Background: an optimization exercise with open tools, aiming at small area and a short achievable clock period. Do not read the settings as production practice.
No run shown here included a check of the RTL's function; only the layout flow was run.
Power is estimated from default activity; no workload was simulated.

## flow/run.sh

```bash
#!/bin/bash
# synth_recipe.tcl (not shown) runs the flow's synth.tcl, then flattens the netlist and writes it again
# the make line also repeats each setting of config.mk as NAME=value (left out here)
make -C /OpenROAD-flow-scripts/flow DESIGN_CONFIG=/design/flow/config.mk WORK_HOME=/design/flow/orfs CLKGATE_MAP_FILE= SYNTH_SCRIPT=/design/flow/synth_recipe.tcl finish
```

## flow/config.mk

```make
export PLATFORM = sky130hd
export DESIGN_NAME = or_tree
export DESIGN_NICKNAME = or_tree
export VERILOG_FILES = /design/flow/design.v
export SDC_FILE = /design/flow/constraint.sdc
export NUM_CORES = 4
export LEC_CHECK = 0
export CAP_MARGIN = 20
export CORE_MARGIN = 2
export CORE_UTILIZATION = 40
export SLEW_MARGIN = 20
```

## flow/constraint.sdc

```tcl
create_clock -name core_clock -period 5.0 [get_ports {clk}]
set_input_delay 1.0000 -clock core_clock [delete_from_list [all_inputs] [get_ports {clk}]]
set_output_delay 1.0000 -clock core_clock [all_outputs]
set_load 0.01 [all_outputs]
```

## flow/design.v

```verilog
`default_nettype none
package or_tree_pkg;
    typedef logic [6-1:0] tree_idx_t;
    typedef logic [6+2:0] page_idx_t;
    typedef logic [2:0]                 page_ofs_t;
    typedef logic [4-1:0]   req_id_t;
    typedef logic [15-1:0]   node_vec_t;
    typedef logic [3-1:0] grid_idx_t;
    typedef logic [3:0]                 level_bits_t;
    typedef enum logic [1:0] {
        size_4k,
        size_2k,
        size_1k,
        size_512
    } req_size_e;
    typedef enum logic [1:0] {
        reason_none,
        reason_no_space,
        reason_not_allocated
    } fail_reason_e;
    typedef struct packed {
        req_id_t   id;
        tree_idx_t block;
        req_size_e size;
    } alloc_req_t;
    typedef struct packed {
        req_id_t   id;
        page_idx_t page;
        req_size_e size;
    } free_req_t;
    typedef struct packed {
        req_id_t      id;
        page_idx_t    page;
        logic         fail;
        fail_reason_e reason;
    } alloc_rsp_t;
    typedef struct packed {
        req_id_t      id;
        logic         fail;
        fail_reason_e reason;
    } free_rsp_t;
    typedef struct packed {
        grid_idx_t   row;
        grid_idx_t   col;
        level_bits_t levels;
    } at_update_t;
    function automatic logic [7:0] leaf_mask(req_size_e size, page_ofs_t offset);
        logic [8:0] ones;
        ones = (9'd1 << (4'd8 >> size)) - 9'd1;
        leaf_mask = ones[7:0] << offset;
    endfunction
    function automatic logic is_aligned(req_size_e size, page_ofs_t offset);
        logic [2:0] low;
        low = 3'((4'd8 >> size) - 4'd1);
        is_aligned = (offset & low) == 3'd0;
    endfunction
endpackage
`default_nettype wire
`timescale 1ns/1ns
`default_nettype none
module tree_ram (
    input  logic                   clk,
    input  logic                   clr,
    input  logic [7:0]             rd_hi,
    input  logic [7:0]             rd_lo,
    output logic [7:0]             rd_data,
    input  logic                   wr_en,
    input  or_tree_pkg::tree_idx_t wr_block,
    input  logic [7:0]             wr_data
);
    localparam int depth = 1 << 6;
    logic [7:0] mem [depth];
    logic [7:0] hi_sel;
    logic [7:0] lo_sel;
    logic [7:0] wd;
    logic [7:0] grp [8];
    always_comb begin
        for (int i = 0; i < 8; i++) begin
            hi_sel[i] = clr || (wr_en && wr_block[5:3] == 3'(i));
            lo_sel[i] = clr || wr_block[2:0] == 3'(i);
        end
        wd = clr ? 8'h00 : wr_data;
    end
    always_ff @(posedge clk) begin
        for (int b = 0; b < depth; b++) begin
            if (hi_sel[b / 8] && lo_sel[b % 8]) begin
                mem[b] <= wd;
            end
        end
    end
    always_comb begin
        for (int i = 0; i < 8; i++) begin
            grp[i] = '0;
            for (int j = 0; j < 8; j++) begin
                grp[i] = grp[i] | (mem[8*i+j] & {8{rd_lo[j]}});
            end
        end
        rd_data = '0;
        for (int i = 0; i < 8; i++) begin
            rd_data = rd_data | (grp[i] & {8{rd_hi[i]}});
        end
    end
endmodule
`default_nettype wire
`timescale 1ns/1ns
`default_nettype none
module alloc_pick (
    input  or_tree_pkg::req_size_e size,
    input  logic [7:0]             leaves,
    output or_tree_pkg::page_ofs_t offset,
    output logic                   fail,
    output logic [7:0]             new_leaves
);
    logic [7:0] free8;
    logic [3:0] free4;
    logic [1:0] free2;
    logic       free1;
    always_comb begin
        for (int i = 0; i < 8; i++) free8[i] = !leaves[i];
        for (int i = 0; i < 4; i++) free4[i] = !(|leaves[2*i +: 2]);
        for (int i = 0; i < 2; i++) free2[i] = !(|leaves[4*i +: 4]);
        free1 = !(|leaves);
    end
    always_comb begin
        offset = '0;
        fail   = 1'b1;
        case (size)
            or_tree_pkg::size_4k: begin
                fail = !free1;
            end
            or_tree_pkg::size_2k: begin
                for (int o = 1; o >= 0; o--) begin
                    if (free2[o]) begin
                        offset = 3'(4 * o);
                        fail   = 1'b0;
                    end
                end
            end
            or_tree_pkg::size_1k: begin
                for (int o = 3; o >= 0; o--) begin
                    if (free4[o]) begin
                        offset = 3'(2 * o);
                        fail   = 1'b0;
                    end
                end
            end
            default: begin
                for (int o = 7; o >= 0; o--) begin
                    if (free8[o]) begin
                        offset = 3'(o);
                        fail   = 1'b0;
                    end
                end
            end
        endcase
    end
    assign new_leaves = fail ? leaves : leaves | or_tree_pkg::leaf_mask(size, offset);
endmodule
`default_nettype wire
`timescale 1ns/1ns
`default_nettype none
module free_check (
    input  or_tree_pkg::req_size_e size,
    input  or_tree_pkg::page_ofs_t offset,
    input  logic [7:0]             leaves,
    output logic                   fail,
    output logic [7:0]             new_leaves
);
    logic [7:0] mask;
    assign mask = or_tree_pkg::leaf_mask(size, offset);
    assign fail = !or_tree_pkg::is_aligned(size, offset) || (leaves & mask) != mask;
    assign new_leaves = fail ? leaves : leaves & ~mask;
endmodule
`default_nettype wire
`timescale 1ns/1ns
`default_nettype none
module or_tree (
    input  logic                    clk,
    input  logic                    rst_n,
    input  logic                    alloc_valid,
    input  or_tree_pkg::alloc_req_t alloc_req,
    input  logic                    free_valid,
    input  or_tree_pkg::free_req_t  free_req,
    output logic                    alloc_rsp_valid,
    output or_tree_pkg::alloc_rsp_t alloc_rsp,
    output logic                    free_rsp_valid,
    output or_tree_pkg::free_rsp_t  free_rsp,
    output logic                    at_update_valid,
    output or_tree_pkg::at_update_t at_update
);
    function automatic or_tree_pkg::level_bits_t level_full(logic [7:0] l);
        level_full = {|l,
                      (|l[3:0]) & (|l[7:4]),
                      (|l[1:0]) & (|l[3:2]) & (|l[5:4]) & (|l[7:6]),
                      &l};
    endfunction
    logic                    s1_alloc_valid;
    logic                    s1_free_valid;
    or_tree_pkg::req_id_t    s1_id;
    logic [7:0]              s1_hi;
    logic [7:0]              s1_lo;
    or_tree_pkg::req_size_e  s1_size;
    or_tree_pkg::page_ofs_t  s1_ofs;
    logic                    s2_alloc_valid;
    logic                    s2_free_valid;
    or_tree_pkg::req_id_t    s2_id;
    or_tree_pkg::tree_idx_t  s2_block;
    or_tree_pkg::req_size_e  s2_size;
    or_tree_pkg::page_ofs_t  s2_ofs;
    logic [7:0]              s2_leaves;
    logic [7:0]              rd_data;
    or_tree_pkg::page_ofs_t  pick_ofs;
    logic                    pick_fail;
    logic [7:0]              pick_leaves;
    logic                    chk_fail;
    logic [7:0]              chk_leaves;
    logic [7:0]              new_leaves;
    or_tree_pkg::tree_idx_t  in_block;
    or_tree_pkg::tree_idx_t  s1_block;
    logic                    wr_en;
    or_tree_pkg::tree_idx_t  wr_block;
    logic [7:0]              wr_data;
    always_ff @(posedge clk or negedge rst_n) begin
        if (!rst_n) begin
            s1_alloc_valid <= 1'b0;
            s1_free_valid  <= 1'b0;
            s2_alloc_valid <= 1'b0;
            s2_free_valid  <= 1'b0;
        end else begin
            s1_alloc_valid <= alloc_valid;
            s1_free_valid  <= free_valid;
            s2_alloc_valid <= s1_alloc_valid;
            s2_free_valid  <= s1_free_valid;
        end
    end
    assign in_block = free_valid ? free_req.page[6+2:3] : alloc_req.block;
    always_comb begin
        s1_block = '0;
        for (int i = 0; i < 8; i++) begin
            if (s1_hi[i]) s1_block[5:3] = s1_block[5:3] | 3'(i);
            if (s1_lo[i]) s1_block[2:0] = s1_block[2:0] | 3'(i);
        end
    end
    always_ff @(posedge clk) begin
        if (free_valid) begin
            s1_id    <= free_req.id;
            s1_size  <= free_req.size;
        end else begin
            s1_id    <= alloc_req.id;
            s1_size  <= alloc_req.size;
        end
        for (int i = 0; i < 8; i++) begin
            s1_hi[i] <= in_block[5:3] == 3'(i);
            s1_lo[i] <= in_block[2:0] == 3'(i);
        end
        s1_ofs    <= free_req.page[2:0];
        s2_id     <= s1_id;
        s2_block  <= s1_block;
        s2_size   <= s1_size;
        s2_ofs    <= s1_ofs;
        s2_leaves <= rd_data;
    end
    tree_ram u_ram (
        .clk      (clk),
        .clr      (!rst_n),
        .rd_hi    (s1_hi),
        .rd_lo    (s1_lo),
        .rd_data  (rd_data),
        .wr_en    (wr_en),
        .wr_block (wr_block),
        .wr_data  (wr_data)
    );
    alloc_pick u_pick (
        .size       (s2_size),
        .leaves     (s2_leaves),
        .offset     (pick_ofs),
        .fail       (pick_fail),
        .new_leaves (pick_leaves)
    );
    free_check u_check (
        .size       (s2_size),
        .offset     (s2_ofs),
        .leaves     (s2_leaves),
        .fail       (chk_fail),
        .new_leaves (chk_leaves)
    );
    assign new_leaves = s2_free_valid ? chk_leaves : pick_leaves;
    always_ff @(posedge clk or negedge rst_n) begin
        if (!rst_n) begin
            alloc_rsp_valid <= 1'b0;
            free_rsp_valid  <= 1'b0;
            at_update_valid <= 1'b0;
            wr_en           <= 1'b0;
        end else begin
            alloc_rsp_valid <= s2_alloc_valid;
            free_rsp_valid  <= s2_free_valid;
            at_update_valid <= s2_alloc_valid || (s2_free_valid && !chk_fail);
            wr_en           <= s2_alloc_valid || (s2_free_valid && !chk_fail);
        end
    end
    always_ff @(posedge clk) begin
        alloc_rsp.id     <= s2_id;
        alloc_rsp.page   <= pick_fail ? '0 : {s2_block, pick_ofs};
        alloc_rsp.fail   <= pick_fail;
        alloc_rsp.reason <= pick_fail ? or_tree_pkg::reason_no_space : or_tree_pkg::reason_none;
        free_rsp.id      <= s2_id;
        free_rsp.fail    <= chk_fail;
        free_rsp.reason  <= chk_fail ? or_tree_pkg::reason_not_allocated : or_tree_pkg::reason_none;
        at_update.row    <= s2_block[6-1 -: 3];
        at_update.col    <= s2_block[3-1:0];
        at_update.levels <= level_full(new_leaves);
        wr_block         <= s2_block;
        wr_data          <= new_leaves;
    end
endmodule
`default_nettype wire
```

==> summary.md, run 1 <==
| Metric | Value |
|---|---|
| Outcome | finished clean |
| Final hold slack | 326 ps |
| Grt ovf | 0 |
| Async SR Flop Fraction | 0.0117 |
| Final Skew | 22.3 ps |
| I/O Pins | 67 |
| FMAX | 313 MHz |
| CTS root buffer | clkbuf_16 |
| Final GP Congestion | 0.921 |
| First-pass GRT wire length | 84.1 mm |
| Net Sw Frac | 0.253 |
| Setup TNS | 0 ps |
| Leading area contributor after synthesis | edfxtp_1 |
| Post-synthesis sequential area ratio | 0.779 |
| Switch Pwr | 0.00309 W |
| CTS Hold Bufs | 0 |
| Antenna diode count | 0 |
| Synthesized cell area | 22,000 µm² |
| Worst Path Max Fanout | 17 |
| Hold Crit Class | reg2reg |
| Height of the chip | 239 µm |
| Logic pwr share | 0.108 |
| DIE WIDTH | 239 µm |
| Gr usage total | 0.201 |
| Nets@finish | 1,436 |
| Total of max-cap violations | 0 |
| CTS resizes | 0 |
| PortBufs | 64 |
| CTS H-tree lvls | 2 |
| Initial antenna violation count | 1 |
| Reg clk slew, reported paths | 60 ps |
| Post-synth top cells | 512 x edfxtp_1, 291 x a22oi_1, 106 x nor2_1 |
| Critical Path Slowest Stage Cell | dfxtp_1 |
| DRC Markers | 0 |
| Final setup violation count | 0 |
| Unique masters post-synth | 77 |
| Mapped Cells | 1,358 |
| CP delay by family, top | compound AO/OA/AOI/OAI gates |
| Seq pwr share | 0.542 |
| Clock Latency Late Sink | 620 ps |
| Routed WL per cell | 27.0 µm |
| Max-slew violations | 0 |
| Largest net degree at the start of global routing | 68 |
| CP required | 5480 ps |
| Via count | 13,106 |
| Met2 WL | 25.7 mm |
| Routed wl met3 | 6.40 mm |
| Post-CTS Setup Repair Bufs | 0 |
| Layout area overhead | 14.0% |
| Die area | 57,000 µm² |
| Top-count cell post-synth | edfxtp_1 |
| RSZ-0062 raised after global routing | false |
| Share of layout cells above drive strength 1 | 0.0987 |
| PwrDens | 486 nW/µm² |
| Final Hold Vio Count | 0 |
| Num rows | 86 |
| Via density | 6.09 |
| Slew headroom | 0.262 |
| Synthesis Warnings | 6 |
| Synthesized area per cell | 16.2 µm² |
| Share of the synthesized area in the top cell type | 0.697 |
| ANT nets after route | 0 |
| Number of synthesized flops with an enable pin | 512 |
| Bufs on Longest Clock Path | 3 |
| Crit path time final | 3200 ps |
| Met1 WL | 23.9 mm |
| Total CTS buffers | 57 |
| Yosys reg bits | 600 |
| Initial DRT Pass Iterations | 6 |
| CTS tree | done |
| Initial core utilization | 0.403 |
| Worst path cell trace | nand2_1 -> inv_1 -> ha_1 -> nor2b_1 -> a2bb2oi_1 -> a221o_1 -> and4_4 -> nand3b_1 -> a221oi_2 -> a22oi_1 |
| Drt initial violations | 1,863 |
| Critical path type | reg2reg |
| Clk sink count | 600 |
| Cell internal pwr | 0.00913 W |
| Max stage delay on crit path | 690 ps |
| CP bufs+invs | 1 |
| Ys flop type | edfxtp_1 |
| Drt total wl | 58.1 mm |
| Worst-Margin Slew | 1110 ps |
| Highest Signal Layer | met5 |
| Core area | 54,800 µm² |
| Clock power frac | 0.351 |
| Fill count | 4,592 |
| Final period utilization | 0.640 |
| Vias in the first global route | 12,687 |
| DP HPWL | 34.5 mm |
| CP arrival | 3670 ps |
| VDD IR max | 315 µV |
| Crit start category | flip-flop |
| Critical Path Sink Type | flip-flop |
| Top post-synthesis cells by area | edfxtp_1 70%, a22oi_1 9.9%, dfxtp_1 7.4% |
| Leak | 8.33 nW |
[layout make-up]
| class | count | area (µm²) | share of cell area |
|---|---|---|---|
| inverters | 21 | 78.8 | 0.00314 |
| flip-flops and latches | 600 | 17200 | 0.683 |
| clock buffers | 78 | 1690 | 0.0670 |
| well taps | 704 | 881 | 0.0350 |
| multi-input cells | 646 | 4380 | 0.174 |
| clock inverters | 26 | 188 | 0.00746 |
| repair buffers | 78 | 746 | 0.0297 |
[layer usage]
metal,GRT usage,up-vias
li1,-,5607
met1,0.278,6535
met2,0.301,809
met3,0.0597,151
met4,0.0752,4
met5,0.00693,-
[stage by stage]
| step | total power [W] | util | cell area [µm²] | std cells | setup WS [ps] |
|---|---|---|---|---|---|
| 2_1_floorplan | 0.00733 | - | 22000 | 1359 | 2400 |
| 3_3_place_gp | 0.00800 | 0.425 | 23300 | 2049 | 1470 |
| 3_5_place_dp | 0.00801 | 0.425 | 23300 | 2049 | 1460 |
| 4_1_cts | 0.0123 | 0.459 | 25100 | 2153 | 1830 |
| 5_1_grt | 0.0126 | 0.459 | 25100 | 2153 | 1460 |
| 6_report | 0.0122 | 0.459 | 25100 | 2153 | 1800 |
[cells in the final DEF (no fill, tap or decap), types with 5 or more instances in the layout]
cell	count
inv_1	18
nand3_1	6
buf_4	14
a22oi_1	291
clkbuf_16	63
or4_1	6
clkbuf_8	5
dfxtp_1	73
and2_1	7
clkinv_1	8
edfxtp_1	512
a31oi_1	14
nand4_1	77
nor2_1	106
clkbuf_1	8
mux2_2	8
nor3_1	9
o31a_1	7
clkinvlp_4	5
clkinv_2	11
dfrtp_1	7
dfxtp_2	8
o21ai_0	6
a21oi_1	8
and2_4	8
nand2_1	12
clkdlybuf4s50_1	64
[registers in the layout, indices dropped and copies added (netlist names), 3 cells and up]
| register | flops |
|---|---|
| alloc_rsp | 13 |
| at_update | 5 |
| s1_hi | 8 |
| s1_id | 4 |
| s1_lo | 8 |
| s1_ofs | 3 |
| s2_block | 6 |
| s2_id | 4 |
| s2_leaves | 8 |
| s2_ofs | 3 |
| u_ram.mem | 512 |
| wr_block | 5 |
| wr_data | 8 |
[worst paths after layout]
| kind | from | to | slack [ps] | cells past startpoint |
|---|---|---|---|---|
| max | s2_size[0] | at_update[2] | 1800 | 10 |
| min | s1_id[2] | s2_id[2] | 330 | 0 |
| max reg2reg | s2_size[0] | at_update[2] | 1800 | 10 |
| min reg2reg | s1_id[2] | s2_id[2] | 330 | 0 |
| max in group asynchronous | rst_n | s1_alloc_valid | 3820 | 2 |
| min in group asynchronous | rst_n | s1_free_valid | 960 | 2 |
[logic make-up (layout without fill, tap and decap cells)]
family | after synthesis | in the layout | share of synthesized area
adders and majority gates | 2 | 2 | 0.00102
AOI/OAI and AO/OA | 371 | 371 | 0.129
DFF | 600 | 600 | 0.779
other | 1 | 2 | 0.000170
muxes | 10 | 10 | 0.00499
buffers and inverters | 113 | 203 | 0.0234
and+or+nand+nor | 261 | 261 | 0.0629
[power groups by stage]
stage | clock network, W | logic (W) | registers, W
2_1_floorplan | 0 | 0.000773 | 0.00655
5_1_grt | 0.00452 | 0.00141 | 0.00667
6_report | 0.00428 | 0.00131 | 0.00662
4_1_cts | 0.00434 | 0.00131 | 0.00661
3_5_place_dp | 0 | 0.00131 | 0.00671
3_3_place_gp | 0 | 0.00129 | 0.00671
==> run 2: changes to the inputs <==
--- a/flow/config.mk
+++ b/flow/config.mk
@@ -8,4 +8,5 @@
 export CAP_MARGIN = 20
 export CORE_MARGIN = 2
 export CORE_UTILIZATION = 40
+export SETUP_SLACK_MARGIN = 3
 export SLEW_MARGIN = 20
==> run 2 against run 1 <==
  * Largest cell class unchanged
  * Design area grew 6.2%
  * Synthesized cell count unchanged
  * Routed wire length rose by 19%
  * Non-clock buffer count grew 44
  * Combinational power is 31% higher
  * Register-to-register slack better by 810 ps
  * Maximum frequency rose by 34%
  * Highest routed layer unchanged
  * Cell count up 3.4%
  * Sequential power rose by 1%
  * Setup slack better by 810 ps
  * Area after synthesis unchanged
  * Utilization grew 2.8 points
==> summary.md, run 2 <==
| Metric | Value |
|---|---|
| Outcome | finished clean |
| CP arrival | 2910 ps (-760 ps) |
| DIE WIDTH | 239 µm (unchanged) |
| Worst-Margin Slew | 748 ps (-360 ps) |
| CTS H-tree lvls | 2 (unchanged) |
| PortBufs | 64 (unchanged) |
| Crit start category | flip-flop |
| Drt initial violations | 2,088 (+12%) |
| Initial DRT Pass Iterations | 8 (+2) |
| Post-route cell area | 26,700 µm² (+6.2%) |
| CP required | 5510 ps (+30 ps) |
| ANT nets after route | 0 (unchanged) |
| Core area | 54,800 µm² (unchanged) |
| Max-slew violations | 0 (unchanged) |
| Largest Register | u_ram.mem |
| Gr usage total | 0.238 (+0.0368) |
| Leading area contributor after synthesis | edfxtp_1 |
| Worst Path Max Fanout | 8 (-9) |
| Vias in the first global route | 13,509 (+6.5%) |
| Top post-synthesis cells by area | edfxtp_1 70%, a22oi_1 9.9%, dfxtp_1 7.4% |
| Total of max-cap violations | 0 (unchanged) |
| Top-count cell post-synth | edfxtp_1 |
| Max FFs per register | 512 (unchanged) |
| Routed WL per cell | 31.1 µm (+15%) |
| Ys flop type | edfxtp_1 |
| Worst path cell trace | nand2_4 -> inv_4 -> ha_4 -> nor2b_4 -> a2bb2oi_4 -> a221o_1 -> and4_4 -> nand2_1 -> o311a_1 -> and4b_1 |
| Final GP Congestion | 0.895 (-2.8%) |
| Setup WS post-layout | 2610 ps (+806 ps) |
| Async SR Flop Fraction | 0.0117 (unchanged) |
| Clk sink count | 600 (unchanged) |
| Critical path type | reg2reg |
| Yosys reg bits | 600 (unchanged) |
| Setup TNS | 0 ps (unchanged) |
| Via count | 14,163 (+8.1%) |
| CP bufs+invs | 1 (unchanged) |
| Synthesized cell area | 22,000 µm² (unchanged) |
| Cell Area, Placed | 23,500 µm² (+1.2%) |
| RSZ-0062 raised after global routing | true |
| Initial antenna violation count | 2 (+1) |
| Number of synthesized flops with an enable pin | 512 (unchanged) |
| Leak | 8.90 nW (+6.8%) |
| CTS Hold Bufs | 0 (unchanged) |
| Crit path time final | 2390 ps (-806 ps) |
| Commonest non-fill, non-tap cells in the layout | 512 x edfxtp_1, 272 x a22oi_1, 77 x nand4_1 |
| Num rows | 86 (unchanged) |
| VDD IR max | 267 µV (-15%) |
| Bufs on Longest Clock Path | 3 (unchanged) |
| Slew headroom | 0.501 (+0.240) |
| Final Skew | 24.0 ps (+1.71 ps) |
| Final Hold Vio Count | 0 (unchanged) |
| Critical Path Sink Type | flip-flop |
| CTS root buffer | clkbuf_16 |
| Biggest regs | u_ram.mem x512, alloc_rsp x13 |
| Post-synth top cells | 512 x edfxtp_1, 291 x a22oi_1, 106 x nor2_1 |
| PwrDens | 481 nW/µm² (-0.92%) |
| I/O Pins | 67 (unchanged) |
| FMAX | 418 MHz (+34%) |
| Grt ovf | 0 (unchanged) |
| Layout area overhead | 21.1% |
| DP HPWL | 35.7 mm (+3.4%) |
| Largest net degree at the start of global routing | 68 (unchanged) |
| Clock Latency Late Sink | 640 ps (+20 ps) |
| Synthesized area per cell | 16.2 µm² (unchanged) |
| Design Power | 0.0128 W (+5.2%) |
| DRC Markers | 0 (unchanged) |
| Share of the synthesized area in the top cell type | 0.697 (unchanged) |
| Mapped Cells | 1,358 (unchanged) |
| Share of layout cells above drive strength 1 | 0.258 (+0.159) |
| Unique masters post-synth | 77 (unchanged) |
| Drt total wl | 69.2 mm (+19%) |
| Pre-CTS WS | 1470 ps (+6.56 ps) |
| Initial core utilization | 0.403 (unchanged) |
| Synthesis Warnings | 6 (unchanged) |
| Final setup violation count | 0 (unchanged) |
| Nets@finish | 1,505 (+4.8%) |
| Final period utilization | 0.479 (-0.161) |
| Via density | 6.36 (+4.5%) |
| First-pass GRT wire length | 96.6 mm (+15%) |
| Reg clk slew, reported paths | 60 ps (about the same) |
| Commonest non-fill, non-tap cell in the layout | edfxtp_1 |
| Final hold slack | 325 ps (-1.10 ps) |
| CTS tree | done |
| Max stage delay on crit path | 370 ps (-320 ps) |
| Post-synthesis sequential area ratio | 0.779 (unchanged) |
| Die area | 57,000 µm² (unchanged) |
| Total CTS buffers | 59 (+3.5%) |
| Hold Crit Class | reg2reg |
| Critical Path Slowest Stage Cell | dfxtp_4 |
| CP delay by family, top | simple AND/OR/NAND/NOR gates |
| Antenna diode count | 0 (unchanged) |
| Height of the chip | 239 µm (unchanged) |
-- run 2: cell count changes in the layout (fill, tap and decap cells not counted), sizes merged --
cell,before,now
clkinvlp,5,4
clkbuf,78,79
bufinv,2,4
inv,20,27
clkdlybuf4s50,64,28
and2,16,39
buf,14,93
clkdlybuf4s15,0,1
clkinv,20,18
-- run 2: cells by family (layout without fill, tap and decap cells) --
| family | after synthesis | count (layout) | synth area share |
|---|---|---|---|
| flops | 600 | 600 | 0.779 |
| other cells | 1 | 2 | 0.000170 |
| compound gates | 371 | 371 | 0.129 |
| simple gates | 261 | 284 | 0.0629 |
| mux | 10 | 10 | 0.00499 |
| fa+ha+maj | 2 | 2 | 0.00102 |
| buf+inv | 113 | 254 | 0.0234 |
-- run 2: layout make-up --
type / count / area, µm²
fill: 4527 / 28100
sequential: 600 / 17200
multi-input combinational: 669 / 5280
clock buffer: 79 / 1610
timing repair buffer: 122 / 1270
tap: 704 / 881
clock inverter: 32 / 314
inverter: 21 / 88.8
-- run 2: repair_timing --
item	4_1_cts	5_1_grt
pin swaps	24	17
buffers inserted	41	7
endpoints found under the setup margin	1108	263
gates resized for setup	275	47
cloned	22	1
-- run 2: path summary, 6_finish.rpt --
kind                            startpoint              end  slack, ps  cells after the start
min in group asynchronous            rst_n   s2_alloc_valid        770                      2
worst max register to register  s2_size[0]     at_update[0]       2610                     10
worst max-delay path            s2_size[0]     at_update[0]       2610                     10
max in group asynchronous            rst_n  at_update_valid       3980                      2
worst min-delay path              s2_id[3]      free_rsp[6]        320                      0
worst min register to register    s2_id[3]      free_rsp[6]        320                      0
-- run 2: worst reg2reg max path, cell delays in order, from the launching register on --
cell and delay, ps:
dfxtp_4 370, nand2_4 90, inv_4 40, ha_4 270, nor2b_4 180, a2bb2oi_4 180, a221o_1 200, and4_4 320
nand2_1 130, o311a_1 320, and4b_1 170
-- run 2: power breakdown --
group	switching [W]	internal (W)	leakage (nW)
Combinational	0.00120	0.000519	2.19
Sequential	0.000395	0.00630	5.76
Clock	0.00193	0.00250	0.943
Total	0.00353	0.00932	8.90
-- run 2: metrics by stage --
stage,util,cells
6_report,0.487,2227
3_5_place_dp,0.430,2045
5_1_grt,0.487,2227
3_3_place_gp,0.430,2045
2_1_floorplan,-,1359
4_1_cts,0.481,2219
-- run 2: layer usage --
| layer | GRT usage | vias up | routed length (µm) |
|---|---|---|---|
| met1 | 0.325 | 7194 | 26400 |
| met3 | 0.0479 | 188 | 7710 |
| met2 | 0.374 | 980 | 32000 |
| met4 | 0.0972 | 4 | 3070 |
| met5 | 0 | - | 24 |
| li1 | - | 5797 | - |
==> run 3: changes to the inputs <==
--- a/flow/design.v
+++ b/flow/design.v
@@ -61,19 +61,17 @@
 module tree_ram (
     input  logic                   clk,
     input  logic                   clr,
-    input  logic [7:0]             rd_hi,
-    input  logic [7:0]             rd_lo,
+    input  or_tree_pkg::tree_idx_t rd_block,
     output logic [7:0]             rd_data,
     input  logic                   wr_en,
     input  or_tree_pkg::tree_idx_t wr_block,
     input  logic [7:0]             wr_data
 );
     localparam int depth = 1 << 6;
-    logic [7:0] mem [depth];
-    logic [7:0] hi_sel;
-    logic [7:0] lo_sel;
-    logic [7:0] wd;
-    logic [7:0] grp [8];
+    logic [8*depth-1:0] mem;
+    logic [7:0]         hi_sel;
+    logic [7:0]         lo_sel;
+    logic [7:0]         wd;
     always_comb begin
         for (int i = 0; i < 8; i++) begin
             hi_sel[i] = clr || (wr_en && wr_block[5:3] == 3'(i));
@@ -84,22 +82,11 @@
     always_ff @(posedge clk) begin
         for (int b = 0; b < depth; b++) begin
             if (hi_sel[b / 8] && lo_sel[b % 8]) begin
-                mem[b] <= wd;
+                mem[8*b +: 8] <= wd;
             end
         end
     end
-    always_comb begin
-        for (int i = 0; i < 8; i++) begin
-            grp[i] = '0;
-            for (int j = 0; j < 8; j++) begin
-                grp[i] = grp[i] | (mem[8*i+j] & {8{rd_lo[j]}});
-            end
-        end
-        rd_data = '0;
-        for (int i = 0; i < 8; i++) begin
-            rd_data = rd_data | (grp[i] & {8{rd_hi[i]}});
-        end
-    end
+    assign rd_data = mem[8*rd_block +: 8];
 endmodule
 `default_nettype wire
 `timescale 1ns/1ns
@@ -197,8 +184,7 @@
     logic                    s1_alloc_valid;
     logic                    s1_free_valid;
     or_tree_pkg::req_id_t    s1_id;
-    logic [7:0]              s1_hi;
-    logic [7:0]              s1_lo;
+    or_tree_pkg::tree_idx_t  s1_block;
     or_tree_pkg::req_size_e  s1_size;
     or_tree_pkg::page_ofs_t  s1_ofs;
     logic                    s2_alloc_valid;
@@ -215,10 +201,6 @@
     logic                    chk_fail;
     logic [7:0]              chk_leaves;
     logic [7:0]              new_leaves;
-    or_tree_pkg::tree_idx_t  in_block;
-    or_tree_pkg::tree_idx_t  s1_block;
-    logic                    wr_en;
-    or_tree_pkg::tree_idx_t  wr_block;
     logic [7:0]              wr_data;
     always_ff @(posedge clk or negedge rst_n) begin
         if (!rst_n) begin
@@ -233,26 +215,16 @@
             s2_free_valid  <= s1_free_valid;
         end
     end
-    assign in_block = free_valid ? free_req.page[6+2:3] : alloc_req.block;
-    always_comb begin
-        s1_block = '0;
-        for (int i = 0; i < 8; i++) begin
-            if (s1_hi[i]) s1_block[5:3] = s1_block[5:3] | 3'(i);
-            if (s1_lo[i]) s1_block[2:0] = s1_block[2:0] | 3'(i);
-        end
-    end
     always_ff @(posedge clk) begin
         if (free_valid) begin
             s1_id    <= free_req.id;
+            s1_block <= free_req.page[6+2:3];
             s1_size  <= free_req.size;
         end else begin
             s1_id    <= alloc_req.id;
+            s1_block <= alloc_req.block;
             s1_size  <= alloc_req.size;
         end
-        for (int i = 0; i < 8; i++) begin
-            s1_hi[i] <= in_block[5:3] == 3'(i);
-            s1_lo[i] <= in_block[2:0] == 3'(i);
-        end
         s1_ofs    <= free_req.page[2:0];
         s2_id     <= s1_id;
         s2_block  <= s1_block;
@@ -263,11 +235,10 @@
     tree_ram u_ram (
         .clk      (clk),
         .clr      (!rst_n),
-        .rd_hi    (s1_hi),
-        .rd_lo    (s1_lo),
+        .rd_block (s1_block),
         .rd_data  (rd_data),
-        .wr_en    (wr_en),
-        .wr_block (wr_block),
+        .wr_en    (at_update_valid),
+        .wr_block (at_update[9:4]),
         .wr_data  (wr_data)
     );
     alloc_pick u_pick (
@@ -290,12 +261,10 @@
             alloc_rsp_valid <= 1'b0;
             free_rsp_valid  <= 1'b0;
             at_update_valid <= 1'b0;
-            wr_en           <= 1'b0;
         end else begin
             alloc_rsp_valid <= s2_alloc_valid;
             free_rsp_valid  <= s2_free_valid;
             at_update_valid <= s2_alloc_valid || (s2_free_valid && !chk_fail);
-            wr_en           <= s2_alloc_valid || (s2_free_valid && !chk_fail);
         end
     end
     always_ff @(posedge clk) begin
@@ -309,7 +278,6 @@
         at_update.row    <= s2_block[6-1 -: 3];
         at_update.col    <= s2_block[3-1:0];
         at_update.levels <= level_full(new_leaves);
-        wr_block         <= s2_block;
         wr_data          <= new_leaves;
     end
 endmodule
--- a/flow/config.mk
+++ b/flow/config.mk
@@ -8,5 +8,4 @@
 export CAP_MARGIN = 20
 export CORE_MARGIN = 2
 export CORE_UTILIZATION = 40
-export SETUP_SLACK_MARGIN = 3
 export SLEW_MARGIN = 20
==> run 3 against run 2 <==
  * Still clean
  * First-iteration DRC count fell by 54%
  * Via count fell by 24%
  * Global-route usage fell by 6.9 points
  * Synthesized cell count fell by 21%
  * Critical endpoint is now at_update[3]
  * Largest cell class unchanged
  * Largest power group unchanged
==> summary.md, run 3 <==
| Metric | Value |
|---|---|
| Clk sink count | 590 (-1.7%) |
| Worst Path Max Fanout | 17 (+9) |
| VDD IR max | 293 µV (+9.8%) |
| Vias in the first global route | 10,981 (-19%) |
| Switch Pwr | 0.00308 W (-13%) |
| Ys flop type | edfxtp_1 |
| Max FFs per register | 512 (unchanged) |
| Flop-to-flop setup slack | 1860 ps (-750 ps) |
| ANT nets after route | 0 (unchanged) |
| Grt ovf | 0 (unchanged) |
| Async SR Flop Fraction | 0.0119 (+0.000198) |
| Leading area contributor after synthesis | edfxtp_1 |
| Biggest regs | u_ram.mem x512, alloc_rsp x13, at_update x10 |
| Via density | 5.50 (-13%) |
| WHS Path Cells | 0 (unchanged) |
| Total CTS buffers | 59 (unchanged) |
| DRC Markers | 0 (unchanged) |
| CTS H-tree lvls | 2 (unchanged) |
| Worst-Margin Slew | 1020 ps (+275 ps) |
| Setup TNS | 0 ps (unchanged) |
| DIE WIDTH | 242 µm (+1.3%) |
| Largest Register | u_ram.mem |
| Post-synth top cells | 512 x edfxtp_1, 168 x mux4_2, 86 x nor2_1 |
| Layout area overhead | 15.3% |
| Final setup violation count | 0 (unchanged) |
| Commonest non-fill, non-tap cells in the layout | 512 x edfxtp_1, 168 x mux4_2, 86 x nor2_1 |
| Top post-synthesis cells by area | edfxtp_1 68%, mux4_2 17%, dfxtp_1 6.3% |
| CTS resizes | 0 (-100%) |
| CP required | 5480 ps (-30 ps) |
| Critical path type | reg2reg |
| Yosys reg bits | 590 (-1.7%) |
| Nets@finish | 1,191 (-21%) |
| Die area | 58,500 µm² (+2.7%) |
| Core area | 56,200 µm² (+2.6%) |
| Post-route cell area | 26,100 µm² (-2.1%) |
| PortBufs | 64 (unchanged) |
| Initial antenna violation count | 0 (-2) |
| CTS Hold Bufs | 0 (unchanged) |
| Reg clk slew, reported paths | 60 ps (about the same) |
| Num rows | 87 (+1.2%) |
| Final GP Congestion | 0.836 (-6.6%) |
| I/O Pins | 67 (unchanged) |
| Crit path time final | 3140 ps (+745 ps) |
| Gr usage total | 0.169 (-0.0687) |
| Final hold slack | 326 ps (+0.837 ps) |
| Worst reg2reg path depth | 11 (+1) |
| Critical Path Sink Type | flip-flop |
| Leak | 8.71 nW (-2.1%) |
| Initial core utilization | 0.403 (+0.000556) |
| Area of the multi-input gates | 5310 µm² (+0.47%) |
| Mapped Cells | 1,070 (-21%) |
| Slew headroom | 0.315 (-0.186) |
| Clock Latency Late Sink | 630 ps (about the same) |
| DP HPWL | 30.9 mm (-13%) |
| Crit start category | flip-flop |
| Clock power frac | 0.350 (+0.005) |
| Synthesized area per cell | 21.2 µm² (+30%) |
| Commonest non-fill, non-tap cell in the layout | edfxtp_1 |
| RSZ-0062 raised after global routing | false |
| Synthesis Warnings | 4 (-2) |
| PwrDens | 483 nW/µm² (+0.30%) |
| Unique masters post-synth | 69 (-10%) |
| Final Hold Vio Count | 0 (unchanged) |
| Outcome | finished clean |
| FF/Latch Area | 17,000 µm² (-1.5%) |
| CTS tree | done |
| First-pass GRT wire length | 73.9 mm (-24%) |
| CP arrival | 3620 ps (+710 ps) |
| Final period utilization | 0.628 (+0.149) |
| Seq pwr share | 0.516 (-0.005) |
| Drt initial violations | 964 (-54%) |
| Drt total wl | 49.0 mm (-29%) |
| Fill count | 4,667 (+3.1%) |
| Routed WL per cell | 24.9 µm (-20%) |
| Cell internal pwr | 0.00953 W (+2.3%) |
| Via count | 10,812 (-24%) |
| CTS root buffer | clkbuf_16 |
| Final Skew | 23.3 ps (-0.632 ps) |
| Logic pwr share | 0.133 (about the same) |
| Antenna diode count | 0 (unchanged) |
| Max-slew violations | 0 (unchanged) |
| Bufs on Longest Clock Path | 3 (unchanged) |
| Synthesized cell area | 22,600 µm² (+2.7%) |
| FMAX | 319 MHz (-24%) |
| Cell Area, Placed | 24,200 µm² (+2.6%) |
| Total of max-cap violations | 0 (unchanged) |
| Number of synthesized flops with an enable pin | 512 (unchanged) |
| Net Sw Frac | 0.244 (-0.0306) |
| Hold Crit Class | reg2reg |
| Post-synthesis sequential area ratio | 0.750 (-0.0293) |
| Height of the chip | 242 µm (+1.3%) |
| Largest net degree at the start of global routing | 65 (-4.4%) |
| Post-CTS Setup Repair Bufs | 0 (-100%) |
| Share of the synthesized area in the top cell type | 0.679 (-0.0183) |
| Top-count cell post-synth | edfxtp_1 |
| Share of layout cells above drive strength 1 | 0.270 (+0.0124) |
| Initial DRT Pass Iterations | 5 (-3) |
## run 3: cells by family after synthesis
family          count (synthesis)  synth area share
fa+ha+maj                       2          0.000995
mux                           181             0.174
buf+inv                        75            0.0169
simple gates                  155            0.0339
other cells                     1          0.000166
compound gates                 66            0.0249
flops                         590             0.750
## run 3: final timing paths
check | start | to
max reg2reg | s2_size[0] | at_update[3]
min in group asynchronous | rst_n | free_rsp_valid
max in group asynchronous | rst_n | s2_free_valid
max | s2_size[0] | at_update[3]
min reg2reg | s1_id[2] | s2_id[2]
min | s1_id[2] | s2_id[2]
## run 3: critical path, cell delays in order (launching register included)
cell	delay, ps
dfxtp_1	730
nand2b_1	250
inv_1	90
ha_1	220
nand2b_1	100
a21oi_1	70
a22oi_1	310
o22a_1	280
nand4_4	190
o41a_2	480
nor2_2	180
nand4_1	110
## run 3: final cells by class
class,instances,share of cell area
inverters,17,0.00264
flip-flops and latches,590,0.650
repair buffers,85,0.0330
clock buffers,78,0.0620
well taps,756,0.0362
multi-input cells,406,0.203
clock inverters,33,0.0128
## run 3: metrics by stage
stage                util  worst slack, ps  total power (W)  cells
floorplan               -             2520          0.00758   1071
global placement    0.429             1570          0.00826   1852
detailed placement  0.430             1550          0.00832   1854
CTS                 0.465             1820           0.0127   1965
global route        0.465             1680           0.0131   1965
finish              0.465             1860           0.0126   1965
## run 3: power groups by stage
stage                     clock [W]  combinational, W  sequential, W
after global placement            0           0.00165        0.00660
after detailed placement          0           0.00171        0.00661
final                       0.00442           0.00168        0.00651
after global routing        0.00472           0.00179        0.00657
after floorplan                   0           0.00109        0.00649
after CTS                   0.00451           0.00171        0.00652
## run 3: per-layer routing
metal  track usage  wire length, µm  up-vias
li1              -                -     4593
met1         0.250            21800     5723
met2         0.262            22900      415
met3        0.0259             3230       81
met4        0.0499             1100        0
met5             0                0        -

separate check: timing with driven ports:
How much do the figures lean on ideal ports? The routed layouts below were timed once more, with nothing changed but the port constraints. Step 1 (the two cells are an assumption about what drives the block):
set clk [get_ports {clk}]
set_driving_cell -lib_cell sky130_fd_sc_hd__clkbuf_16 $clk
set_driving_cell -lib_cell sky130_fd_sc_hd__buf_2 [delete_from_list [all_inputs] $clk]
Step 2 also shifts input and output timing later by t, the mid clock arrival at the registers, as if the neighbouring blocks saw the same clock. Three values: ideal ports, drivers, drivers and shift; two values: the first two.
run	shift t [ns]	slack for setup (ns)	worst register clock-pin slew, ns
run 1	0.663	1.801 / 1.801 / 1.261	0.07 / 0.07
run 2	0.683	2.606 / 2.606 / 2.307	0.07 / 0.07
run 3	0.672	1.861 / 1.861 / 1.475	0.06 / 0.06
After both steps setup and hold are still met in every run listed. The setup slack of run 1, which loses most, moves by 0.000 ns with the drivers and by -0.540 ns with both steps.
